Context: an optimization exercise on an open-source flow, tuned for small area. The choices shown serve that exercise and are no tape-out recipe.

// window_mult_pipe
module window_mult_pipe #(
  parameter int K   = 3,
  parameter int NI  = 8,
  parameter int NF  = 8,
  parameter int LAT = 2,
  parameter int CW  = 5
) (
  input  logic                            clk,
  input  logic                            rst_n,
  input  logic                            in_valid,
  output logic                            in_ready,
  input  logic                            sgn_i,
  input  logic [K*K*NI-1:0]               i_flat,
  input  logic [K*K*NF-1:0]               f_flat,
  input  logic [CW-1:0]                   row_in,
  input  logic [CW-1:0]                   col_in,
  input  logic                            done_in,
  output logic                            out_valid,
  input  logic                            out_ready,
  output logic [K*K*(NI+NF)-1:0]          d_flat,
  output logic [CW-1:0]                   row_out,
  output logic [CW-1:0]                   col_out,
  output logic                            done_out,
  output logic [NI+NF+$clog2(K*K)-1:0]    sum_o
);
Size: roughly 340 I/O pins, ~34,000 um2 of cells after synthesis.
==> module window_mult_pipe, before the edit <==
module window_mult_pipe #(
  parameter int K   = 3,
  parameter int NI  = 8,
  parameter int NF  = 8,
  parameter int LAT = 2,
  parameter int CW  = 5
) (
  input  logic                            clk,
  input  logic                            rst_n,
  input  logic                            in_valid,
  output logic                            in_ready,
  input  logic                            sgn_i,
  input  logic [K*K*NI-1:0]               i_flat,
  input  logic [K*K*NF-1:0]               f_flat,
  input  logic [CW-1:0]                   row_in,
  input  logic [CW-1:0]                   col_in,
  input  logic                            done_in,
  output logic                            out_valid,
  input  logic                            out_ready,
  output logic [K*K*(NI+NF)-1:0]          d_flat,
  output logic [CW-1:0]                   row_out,
  output logic [CW-1:0]                   col_out,
  output logic                            done_out,
  output logic [NI+NF+$clog2(K*K)-1:0]    sum_o
);
  localparam int N  = K * K;
  localparam int W  = NI + NF;
  localparam int SW = W + $clog2(N);
  localparam int SB = 2 * CW + 1;
  logic w_en;
  assign w_en     = !out_valid || out_ready;
  assign in_ready = w_en;
  logic [2:0] r_vld;
  always_ff @(posedge clk or negedge rst_n) begin
    if (!rst_n)    r_vld <= '0;
    else if (w_en) r_vld <= {r_vld[1:0], in_valid};
  end
  assign out_valid = r_vld[2];
  logic [N*NI-1:0] r1_i;
  logic [N*NF-1:0] r1_f;
  logic            r1_s;
  logic [SB-1:0]   r1_sb, r2_sb, r3_sb;
  logic [N*W-1:0]  r2_d, r3_d;
  logic [N*W-1:0]  w_prod;
  for (genvar e = 0; e < N; e++) begin : g_lane
    wm_mul u_mul (.p(r1_i[e*NI +: NI]), .pn(~r1_i[e*NI +: NI]), .s(r1_s), .f(r1_f[e*NF +: NF]),
                  .fn(~r1_f[e*NF +: NF]), .y(w_prod[e*W +: W]));
  end
  always_ff @(posedge clk) begin
    if (w_en) begin
      r1_i  <= i_flat;
      r1_f  <= f_flat;
      r1_s  <= sgn_i;
      r1_sb <= {done_in, col_in, row_in};
      r2_d  <= w_prod;
      r2_sb <= r1_sb;
      r3_d  <= r2_d;
      r3_sb <= r2_sb;
    end
  end
  logic [SW-1:0] w_sum;
  wm_sum u_sum (.d(r3_d), .y(w_sum));
  assign d_flat   = r3_d;
  assign row_out  = r3_sb[CW-1:0];
  assign col_out  = r3_sb[2*CW-1:CW];
  assign done_out = r3_sb[2*CW];
  assign sum_o    = w_sum;
endmodule
export LEC_CHECK = 0
export CAP_MARGIN = 20
export CORE_MARGIN = 2
export CORE_UTILIZATION = 60
export PLACE_DENSITY = 0.72
export SLEW_MARGIN = 20
export SYNTH_HIERARCHICAL = 1
create_clock -name core_clock -period 6.5 [get_ports {clk}]
standard.sh (not shown) runs the stock make flow with config.mk's settings and CLKGATE_MAP_FILE= SYNTH_SCRIPT=/design/flow/synth_recipe.tcl, a recipe that flattens the netlist after the stock synthesis.
==> flow/flow/run.sh <==
#!/bin/bash
# The standard layout, with the port buffers made of the smallest buffer and a clock tree
# without dummy loads. Each tool's output goes to orfs/logs; make's own output to flow_make.log.
set -euo pipefail
bash standard.sh \
  "BUFFER_PORTS_ARGS=-buffer_cell sky130_fd_sc_hd__buf_1" \
  "CTS_ARGS=-sink_clustering_enable -repair_clock_nets -dont_use_dummy_load -buf_list {sky130_fd_sc_hd__clkbuf_4 sky130_fd_sc_hd__clkbuf_8}" \
  finish > flow_make.log 2>&1
The baseline went through all stages and came out clean.
Change:
--- a/flow/design.v
+++ b/flow/design.v
@@ -39,34 +39,36 @@
   logic [N*NI-1:0] r1_i;
   logic [N*NF-1:0] r1_f;
   logic            r1_s;
   logic [SB-1:0]   r1_sb, r2_sb, r3_sb;
   logic [N*W-1:0]  r2_d, r3_d;
+  logic [SW-1:0]   r3_sum;
+  logic [SW-1:0]   w_sum;
   logic [N*W-1:0]  w_prod;
   for (genvar e = 0; e < N; e++) begin : g_lane
     wm_mul u_mul (.p(r1_i[e*NI +: NI]), .pn(~r1_i[e*NI +: NI]), .s(r1_s), .f(r1_f[e*NF +: NF]),
                   .fn(~r1_f[e*NF +: NF]), .y(w_prod[e*W +: W]));
   end
+  wm_sum u_sum (.d(r2_d), .y(w_sum));
   always_ff @(posedge clk) begin
     if (w_en) begin
       r1_i  <= i_flat;
       r1_f  <= f_flat;
       r1_s  <= sgn_i;
       r1_sb <= {done_in, col_in, row_in};
       r2_d  <= w_prod;
       r2_sb <= r1_sb;
       r3_d  <= r2_d;
       r3_sb <= r2_sb;
+      r3_sum <= w_sum;
     end
   end
-  logic [SW-1:0] w_sum;
-  wm_sum u_sum (.d(r3_d), .y(w_sum));
   assign d_flat   = r3_d;
   assign row_out  = r3_sb[CW-1:0];
   assign col_out  = r3_sb[2*CW-1:CW];
   assign done_out = r3_sb[2*CW];
-  assign sum_o    = w_sum;
+  assign sum_o    = r3_sum;
 endmodule
 module wm_fa (input logic a, input logic b, input logic c, output logic s, output logic co);
   assign s  = a ^ b ^ c;
   assign co = (a & b) | (a & c) | (b & c);
 endmodule
What happened:
- routed wire length goes down by about 3.5%
- setup slack gets better by 0.11 ns
- design area went down by 0.77%
- register-to-register slack hardly moves
- sequential share of layout area grows by 1.9 points
- worst hold slack improved by 0.031 ns
- utilization came out lower by 1.2 points
- clock skew fell by 0.020 ns
- final cell count shrinks by about 2%
- non-clock buffer count is lower by 93
- via count goes down by about 2.1%
- area after synthesis went up by 1.8%
Function was not checked in any run of this note: the RTL went through the layout flow alone.

static timing again, ports no longer ideal:
Ports are ideal in the flow. The routed layouts listed here were re-timed in OpenROAD. Step 1 sets driving cells, clkbuf_16 on the clock port and buf_2 on the other inputs (assumed; they add their load-dependent delay and slew). Step 2, shift: input delay + t, output delay - t, t = (earliest + latest rising clock arrival at the registers) / 2. This alone moves slack from input paths to output paths. Slacks: ideal ports / drivers / drivers and shift; pairs: ideal ports / drivers.
run	shift t [ns]	setup slack, ns	latest minus earliest clock arrival (ns)	pins driven straight from the clock port
the first run	0.711	0.048 / -0.013 / 0.153	0.070 / 0.070	1
the second run	0.710	0.162 / 0.162 / 0.162	0.045 / 0.045	1
After both steps every run listed still meets setup and hold.
